What follows belongs to an exercise in optimizing a design on an open flow for small area; a production flow would make more cautious choices. Function was checked by simulation only, so behaviour that the tests miss may differ from the original. Power is estimated from default activity; no workload was simulated.

## the reference run
==> flow/design.v (excerpt) <==
module unflatten_stream #(
  parameter int DATA_W = cnn_pkg::DATA_W,
  parameter int COLS   = cnn_pkg::COLS,
  parameter int ROWS   = cnn_pkg::ROWS
) (
  input  logic                     clk,
  input  logic                     rst_n,
  input  logic                     start,
  input  logic                     in_valid,
  output logic                     in_ready,
  input  logic signed [DATA_W-1:0] in_data,
  input  logic                     in_last,
  output logic [COLS*ROWS*DATA_W-1:0] grid_out,
  output logic                     frame_valid,
  input  logic                     frame_ack,
  output logic                     busy,
  output logic                     len_err
);
For scale: ~2000 cells after synthesis, roughly 1900 flip-flops, roughly 2000 I/O pins.
==> flow/config.mk <==
export PLATFORM = sky130hd
export DESIGN_NAME = unflatten_stream
export DESIGN_NICKNAME = unflatten_stream
export VERILOG_FILES = /design/flow/design.v
export SDC_FILE = /design/flow/constraint.sdc
export NUM_CORES = 4
export LEC_CHECK = 0
export CAP_MARGIN = 20
export CORE_AREA = 5 5 715 715
export DIE_AREA = 0 0 720 720
export PLACE_DENSITY = 0.8
export SLEW_MARGIN = 20
==> flow/constraint.sdc <==
create_clock -name core_clock -period 5.0 [get_ports {clk}]
set_input_delay 1.0000 -clock core_clock [delete_from_list [all_inputs] [get_ports {clk}]]
set_output_delay 1.0000 -clock core_clock [all_outputs]
set_load 0.01 [all_outputs]
standard.sh (not shown) runs the stock make flow with config.mk's settings and CLKGATE_MAP_FILE= SYNTH_SCRIPT=/design/flow/synth_recipe.tcl, a recipe that flattens the netlist after the stock synthesis.
==> flow/flow/run.sh <==
#!/bin/bash
# Standard layout, with the port buffers made from the smallest buffer cell and a clock
# tree of clkbuf_4 sink clusters without dummy loads.
set -euo pipefail
bash standard.sh \
  BUFFER_PORTS_ARGS="-buffer_cell sky130_fd_sc_hd__buf_1" \
  CTS_ARGS="-sink_clustering_enable -repair_clock_nets -dont_use_dummy_load -buf_list {sky130_fd_sc_hd__clkbuf_4 sky130_fd_sc_hd__clkbuf_8} -sink_clustering_buffer sky130_fd_sc_hd__clkbuf_4 -sink_clustering_size 10 -sink_clustering_max_diameter 35" \
  finish > standard.log 2>&1
Edits applied to the flow inputs when going from the reference run to the trial run:
- swapping 5 5 715 715 for 5 5 515 515 in CORE_AREA
- swapping 0 0 720 720 for 0 0 520 520 in DIE_AREA
==> flow/flow/run.sh <==
#!/bin/bash
# Standard layout, with the port buffers made from the smallest buffer cell and a clock
# tree of clkbuf_8 sink clusters without dummy loads.
set -euo pipefail
bash standard.sh \
  BUFFER_PORTS_ARGS="-buffer_cell sky130_fd_sc_hd__buf_1" \
  CTS_ARGS="-sink_clustering_enable -repair_clock_nets -dont_use_dummy_load -buf_list sky130_fd_sc_hd__clkbuf_8 -sink_clustering_size 17 -sink_clustering_max_diameter 100" \
  finish > standard.log 2>&1
Results
- The reference run finished every step from synthesis to the final layout, and the layout passed the timing, DRC and antenna checks.
- The trial run: aborted in I/O pin placement (3_2_place_iop) (tool error)
- Die width (the trial run vs. the reference run) decreases by more than a quarter
- Per the comparison of the trial run with the reference run, starting density of the core shows an increase of 11 points; fraction of the mapped netlist area in simple logic gates shows no meaningful change; number of rows in the core area shows a reduction of about 28%.

---

## exp/delta
The RTL this note starts from:
==> flow/design.v <==
package cnn_pkg;
  localparam int DATA_W = 16;
  localparam int COLS   = 11;
  localparam int ROWS   = 11;
endpackage
module grid_index_counter #(
  parameter  int N  = cnn_pkg::COLS * cnn_pkg::ROWS,
  localparam int IW = (N > 1) ? $clog2(N) : 1
) (
  input  logic          clk,
  input  logic          clear,
  input  logic          advance,
  output logic          last_idx
);
  logic [IW-1:0] idx;
  always_ff @(posedge clk) begin
    if (advance) idx <= clear ? IW'(1) : idx + 1'b1;
    else if (clear) idx <= '0;
  end
  assign last_idx = ((idx & IW'(N - 1)) == IW'(N - 1));
endmodule
module unflatten_stream #(
  parameter int DATA_W = cnn_pkg::DATA_W,
  parameter int COLS   = cnn_pkg::COLS,
  parameter int ROWS   = cnn_pkg::ROWS
) (
  input  logic                     clk,
  input  logic                     rst_n,
  input  logic                     start,
  input  logic                     in_valid,
  output logic                     in_ready,
  input  logic signed [DATA_W-1:0] in_data,
  input  logic                     in_last,
  output logic [COLS*ROWS*DATA_W-1:0] grid_out,
  output logic                     frame_valid,
  input  logic                     frame_ack,
  output logic                     busy,
  output logic                     len_err
);
  localparam int N  = COLS * ROWS;
  localparam int GW = N * DATA_W;
  logic fill_q;    
  logic hold_q;    
  logic accept;
  logic clear;
  logic last_idx;
  logic final_elem;
  assign in_ready    = fill_q;
  assign busy        = fill_q;
  assign frame_valid = hold_q;
  assign accept     = in_valid & fill_q;
  assign clear      = start & (~hold_q | frame_ack);
  assign final_elem = last_idx & ~start & (N != 1);
  grid_index_counter #(
    .N (N)
  ) u_index (
    .clk      (clk),
    .clear    (clear),
    .advance  (accept),
    .last_idx (last_idx)
  );
  always_ff @(posedge clk or negedge rst_n) begin
    if (!rst_n) begin
      fill_q  <= 1'b0;
      hold_q  <= 1'b0;
      len_err <= 1'b0;
    end else if (fill_q) begin
      if (accept) begin
        if (final_elem) begin
          fill_q  <= 1'b0;
          hold_q  <= 1'b1;
          len_err <= len_err | ~in_last;
        end else if (in_last) begin
          fill_q  <= 1'b0;
          len_err <= 1'b1;
        end
      end
    end else if (hold_q) begin
      if (frame_ack) begin
        hold_q <= 1'b0;
        if (start) begin
          fill_q  <= 1'b1;
          len_err <= 1'b0;
        end
      end
    end else if (start) begin
      fill_q  <= 1'b1;
      len_err <= 1'b0;
    end
  end
  always_ff @(posedge clk) begin
    if (accept) grid_out <= {in_data, grid_out[GW-1:DATA_W]};
  end
endmodule
==> flow/config.mk <==
export PLATFORM = sky130hd
export DESIGN_NAME = unflatten_stream
export DESIGN_NICKNAME = unflatten_stream
export VERILOG_FILES = /design/flow/design.v
export SDC_FILE = /design/flow/constraint.sdc
export NUM_CORES = 4
export LEC_CHECK = 0
export CAP_MARGIN = 20
export CORE_AREA = 5 5 715 715
export CTS_BUF_LIST = sky130_fd_sc_hd__clkbuf_16
export CTS_CLUSTER_DIAMETER = 70
export CTS_CLUSTER_SIZE = 36
export DIE_AREA = 0 0 720 720
export PLACE_DENSITY = 0.8
export SLEW_MARGIN = 20
==> flow/constraint.sdc <==
create_clock -name core_clock -period 5.0 [get_ports {clk}]
set_input_delay 1.0000 -clock core_clock [delete_from_list [all_inputs] [get_ports {clk}]]
set_output_delay 1.0000 -clock core_clock [all_outputs]
set_load 0.01 [all_outputs]
==> flow/flow/run.sh <==
#!/bin/bash
# Standard layout, with the port buffers made from the smallest buffer cell.
set -euo pipefail
bash standard.sh BUFFER_PORTS_ARGS="-buffer_cell sky130_fd_sc_hd__buf_1" finish > standard.log 2>&1
In summary, exp/delta completed successfully, with a layout that passed the timing, DRC and antenna checks.
> inputs changed (exp/delta -> exp/violet)
==> flow/flow/run.sh <==
#!/bin/bash
# Standard layout, with the port buffers made from the smallest buffer cell and a clock
# tree of clkbuf_8 sink clusters without dummy loads.
set -euo pipefail
bash standard.sh \
  BUFFER_PORTS_ARGS="-buffer_cell sky130_fd_sc_hd__buf_1" \
  CTS_ARGS="-sink_clustering_enable -repair_clock_nets -dont_use_dummy_load -buf_list sky130_fd_sc_hd__clkbuf_8 -sink_clustering_size 20 -sink_clustering_max_diameter 60" \
  finish > standard.log 2>&1
-- flow/config.mk --
<<< exp/delta, line 10
export CTS_BUF_LIST = sky130_fd_sc_hd__clkbuf_16
export CTS_CLUSTER_DIAMETER = 70
export CTS_CLUSTER_SIZE = 36
>>> exp/violet, line 10
==> comparison <==
The core of exp/violet is less densely filled than that of exp/delta.
Initial antenna violation count in exp/violet is 4 above exp/delta.
When exp/violet is set beside exp/delta, its portion of total power attributed to the clock network turns out to be 8.5 points smaller.
The inputs of exp/harbor differ from those of exp/violet as listed below.
==> flow/flow/run.sh <==
#!/bin/bash
# Standard layout, with the port buffers made from the smallest buffer cell and a clock
# tree of clkbuf_4 sink clusters without dummy loads.
set -euo pipefail
bash standard.sh \
  BUFFER_PORTS_ARGS="-buffer_cell sky130_fd_sc_hd__buf_1" \
  CTS_ARGS="-sink_clustering_enable -repair_clock_nets -dont_use_dummy_load -buf_list \"sky130_fd_sc_hd__clkbuf_4 sky130_fd_sc_hd__clkbuf_8\" -sink_clustering_buffer sky130_fd_sc_hd__clkbuf_4 -sink_clustering_size 10 -sink_clustering_max_diameter 35" \
  finish > standard.log 2>&1
==> results.txt <==
- Flow for exp/harbor halted at clock tree synthesis, error code STA-0564.
- Comparing exp/harbor against exp/violet, there is no change at all in sequential area share after synthesis.
- Reported for exp/violet and exp/harbor, worst setup slack after placement turned out identical to the last digit.
- Re post-synthesis share of cell area spent on xor and xnor gates: no difference whatsoever between exp/violet and exp/harbor.
- exp/harbor vs. exp/violet: number of input and output port buffers inserted flat, post-synth net total flat, global placement routability congestion flat.
- Reported for exp/violet and exp/harbor, post-detailed-placement cell area turned out identical to the last digit.
- ~same mapped cell area in exp/violet and exp/harbor
- Status: placed wire-length estimate parity (exp/violet, exp/harbor)
- exp/harbor vs. exp/violet: boundary pin count closely matched the old numbers; synthesized area per cell ~0 delta.
Modified inputs, exp/juniper compared to exp/harbor
==> flow/flow/run.sh <==
#!/bin/bash
# Standard layout, with the port buffers made from the smallest buffer cell and a clock
# tree of clkbuf_8 sink clusters without dummy loads.
set -euo pipefail
bash standard.sh \
  BUFFER_PORTS_ARGS="-buffer_cell sky130_fd_sc_hd__buf_1" \
  CTS_ARGS="-sink_clustering_enable -repair_clock_nets -dont_use_dummy_load -buf_list sky130_fd_sc_hd__clkbuf_8 -sink_clustering_size 18 -sink_clustering_max_diameter 120" \
  finish > standard.log 2>&1
[summary]
exp/juniper: PASS, flow complete, no timing, DRC or antenna violations. Comparing exp/juniper against exp/harbor, there is no change at all in final HPWL from detailed placement. Cell count after synthesis: exp/juniper vs exp/harbor identical. Initial core utilization came out exactly the same in exp/harbor and exp/juniper. Between exp/harbor and exp/juniper, the difference in share of the synthesized netlist area taken by xor and xnor gates is negligible. exp/harbor and exp/juniper ended up with roughly the same post-synthesis share of cell area spent on and, or, nand and nor gates. Comparing exp/juniper against exp/harbor, there is no change at all in number of distinct library cell variants in the gate-level netlist after synthesis. The cell row count was comparable across exp/harbor and exp/juniper. There was hardly any difference in placer congestion estimate between exp/harbor and exp/juniper.
What exp/raven does differently from exp/juniper at the input level:
==> flow/flow/run.sh <==
#!/bin/bash
# Standard layout, with the port buffers made from the smallest buffer cell.
set -euo pipefail
bash standard.sh BUFFER_PORTS_ARGS="-buffer_cell sky130_fd_sc_hd__buf_1" finish > standard.log 2>&1
-- flow/config.mk --
<<< exp/juniper, line 11
export PLACE_DENSITY = 0.8
>>> exp/raven, line 11
Results
- When the final numbers for exp/raven and exp/juniper were put side by side, the minimum setup slack after placement turned out to be greater in exp/juniper.
- Area: exp/raven vs exp/juniper -> exp/raven larger
- Going from exp/juniper to exp/raven, static leakage grows by 2.2 nW.
- Combinational share of power (higher): exp/juniper
Edits applied to the flow inputs when going from exp/raven to exp/xenon:
==> flow/run.sh (new file) <==
#!/bin/bash
# synth_recipe.tcl (not shown) runs the flow's synth.tcl, then flattens the netlist and writes it again
# the make line also repeats each setting of config.mk as NAME=value (left out here)
make -C /OpenROAD-flow-scripts/flow DESIGN_CONFIG=/design/flow/config.mk WORK_HOME=/design/flow/orfs CLKGATE_MAP_FILE= SYNTH_SCRIPT=/design/flow/synth_recipe.tcl finish
removed: flow/flow/run.sh
removed: flow/standard.sh
### Flow results
From exp/raven to exp/xenon the numbers moved as follows: via count shows a reduction of 1.9%; worst hold slack shows an increase of 0.061 ns; count of clock-buffer cells in the layout shows a reduction of 9; part of the total power dissipated in the clock network shows an increase of 0.7 points. Between exp/raven and exp/xenon, post-layout instance area increased. In the tables for exp/xenon and exp/raven, cell depth of the worst flop-to-flop path reads higher with exp/xenon.

---

## run A
RTL: the design.v shown in full above, as it stands there.
clock: 5.0 ns
lec_check: 0
cap_margin: 20
core_area: 5 5 715 715
die_area: 0 0 720 720
place_density: 0.8
slew_margin: 20
==> flow/flow/run.sh <==
#!/bin/bash
# Standard layout, with the port buffers made from the smallest buffer cell and a clock
# tree of clkbuf_8 sink clusters without dummy loads.
set -euo pipefail
bash standard.sh \
  BUFFER_PORTS_ARGS="-buffer_cell sky130_fd_sc_hd__buf_1" \
  CTS_ARGS="-sink_clustering_enable -repair_clock_nets -dont_use_dummy_load -buf_list sky130_fd_sc_hd__clkbuf_8 -sink_clustering_size 18 -sink_clustering_max_diameter 100" \
  finish > standard.log 2>&1
Having completed the whole flow, run A delivered a layout that passed the timing, DRC and antenna checks.
The inputs of run B differ from those of run A as listed below.
# run A
export LEC_CHECK = 0
export CAP_MARGIN = 20
export CORE_AREA = 5 5 715 715
export DIE_AREA = 0 0 720 720
export PLACE_DENSITY = 0.8
export SLEW_MARGIN = 20
create_clock -name core_clock -period 5.0 [get_ports {clk}]
# run B
export LEC_CHECK = 0
export ABC_AREA = 1
export CAP_MARGIN = 20
export CORE_AREA = 5 5 715 715
export DIE_AREA = 0 0 720 720
export GPL_TIMING_DRIVEN = 0
export PLACE_DENSITY = 0.8
export SLEW_MARGIN = 20
create_clock -name core_clock -period 5.0 [get_ports {clk}]
-- flow/flow/run.sh --
<<< run A, line 7
  CTS_ARGS="-sink_clustering_enable -repair_clock_nets -dont_use_dummy_load -buf_list sky130_fd_sc_hd__clkbuf_8 -sink_clustering_size 18 -sink_clustering_max_diameter 100" \
>>> run B, line 7
  CTS_ARGS="-sink_clustering_enable -repair_clock_nets -dont_use_dummy_load -buf_list sky130_fd_sc_hd__clkbuf_8 -sink_clustering_size 17 -sink_clustering_max_diameter 100" \
Findings:
Run B ended with every stage complete and zero timing, DRC or antenna violations. The lower number of buffers created by CTS came out of run A. Largest stage delay on the critical path in run B vs run A: down 0.03 ns. In run B the final worst-path cycle share turned out 31 points higher than in run A. [run B] clock period minus final worst setup slack rose 1.55 ns relative to run A. In the tables for run A and run B, wire length reads higher with run B. Summary of run B over run A: sum of internal, switching and leakage power picked up an extra 4.8%; number of global-route vias before repair roughly the same; count of vias placed by the detailed router -about 1%; cell count of the worst reg-to-reg path rose 3. Changes observed in run B relative to run A: post-synthesis instance area neither gained nor lost much; sequential fraction of the synthesis area about even.
Changes in run C relative to run B:
# run B
export LEC_CHECK = 0
export ABC_AREA = 1
export CAP_MARGIN = 20
export CORE_AREA = 5 5 715 715
export DIE_AREA = 0 0 720 720
export GPL_TIMING_DRIVEN = 0
export PLACE_DENSITY = 0.8
export SLEW_MARGIN = 20
create_clock -name core_clock -period 5.0 [get_ports {clk}]
# run C
export LEC_CHECK = 0
export CAP_MARGIN = 20
export CORE_AREA = 5 5 715 715
export DIE_AREA = 0 0 720 720
export GPL_TIMING_DRIVEN = 0
export PLACE_DENSITY = 0.8
export SLEW_MARGIN = 20
create_clock -name core_clock -period 5.0 [get_ports {clk}]
- Multi-input combinational cell count, run C vs run B: down by more than 10%
- No crash in run C: every stage finished, but the layout fails its final checks due to antenna rules.
- Count of plain and timing-repair buffers in the layout essentially unchanged between run B and run C.
- Diff run B -> run C: count of clock-buffer cells in the layout shows a reduction of 4; setup slack of the worst register-to-register path shows a reduction of 0.13 ns; via count of the first global-routing pass shows a reduction of 294.
- Compared with run B, in run C critical path depth rose by 1; global routing usage on met3 stayed essentially flat; fraction of the core area covered by cells at the end of the flow stayed essentially flat; sequential group power stayed essentially flat; fraction of area in clock buffers and inverters stayed essentially flat.
- Of run C and run B, it is run C that has the lower wire length.
The following lists how run D was set up differently from run C:
# run C
export LEC_CHECK = 0
export CAP_MARGIN = 20
export CORE_AREA = 5 5 715 715
export DIE_AREA = 0 0 720 720
export GPL_TIMING_DRIVEN = 0
export PLACE_DENSITY = 0.8
export SLEW_MARGIN = 20
create_clock -name core_clock -period 5.0 [get_ports {clk}]
# run D
export LEC_CHECK = 0
export CAP_MARGIN = 20
export CORE_AREA = 5 5 715 715
export DIE_AREA = 0 0 720 720
export PLACE_DENSITY = 0.9
export SLEW_MARGIN = 20
create_clock -name core_clock -period 5.0 [get_ports {clk}]
[summary]
The flow did not stop early for run D: all stages ran, and the layout cleared the timing, DRC and antenna checks.
Of run D and run C, it is run D that has the higher global-route track usage on met1.
There was hardly any difference in core utilization between run D and run C.
For total power, run D and run C come out practically identical.
Proportion of total power due to net switching delta (run C -> run D): insignificant
Internal power of the cells across run C and run D: no real change.
Count of clock-buffer cells in the layout (lower): run D

[afterwards: timing with drivers on the ports]
The flow's constraints put no driver on any port. The routed layouts listed below were extracted and timed again, unchanged, in two steps. Step 1 sets driving cells, clkbuf_16 on the clock port and buf_2 on the other inputs (assumed; they add their load-dependent delay and slew). Step 2 adds t to the input delays and takes it off the output delays; t is the mean of the earliest and latest rising clock arrival at the registers after step 1. Input paths then give back, and output paths get back, about the clock's delay inside the block. Slacks: ideal ports / drivers / drivers and shift; pairs: ideal ports / drivers.
| run | t (ns) | setup slack, ns | worst hold slack (ns) |
|---|---|---|---|
| the reference run | 0.998 | 1.949 / 1.869 / 1.846 | 0.275 / 0.355 / 0.355 |
| exp/delta | 0.924 | 1.987 / 1.902 / 1.900 | 0.287 / 0.226 / 0.419 |
| exp/violet | 0.959 | 1.954 / 1.875 / 1.850 | 0.260 / 0.213 / 0.359 |
| exp/juniper | 1.007 | 1.852 / 1.772 / 1.931 | 0.196 / 0.148 / 0.379 |
| exp/raven | 0.933 | 2.027 / 1.942 / 1.854 | 0.265 / 0.204 / 0.397 |
| exp/xenon | 0.934 | 1.544 / 1.463 / 1.331 | 0.326 / 0.276 / 0.412 |
| run A | 1.018 | 1.860 / 1.781 / 1.912 | 0.196 / 0.147 / 0.385 |
| run B | 0.973 | 0.311 / 0.311 / -0.326 | 0.332 / 0.284 / 0.378 |
| run C | 0.971 | 0.180 / 0.180 / -0.499 | 0.252 / 0.197 / 0.355 |
| run D | 0.960 | 1.950 / 1.873 / 1.657 | 0.254 / 0.227 / 0.388 |
The setup slack of run C, which loses most, moves by 0.000 ns with the drivers and by -0.679 ns with both steps.
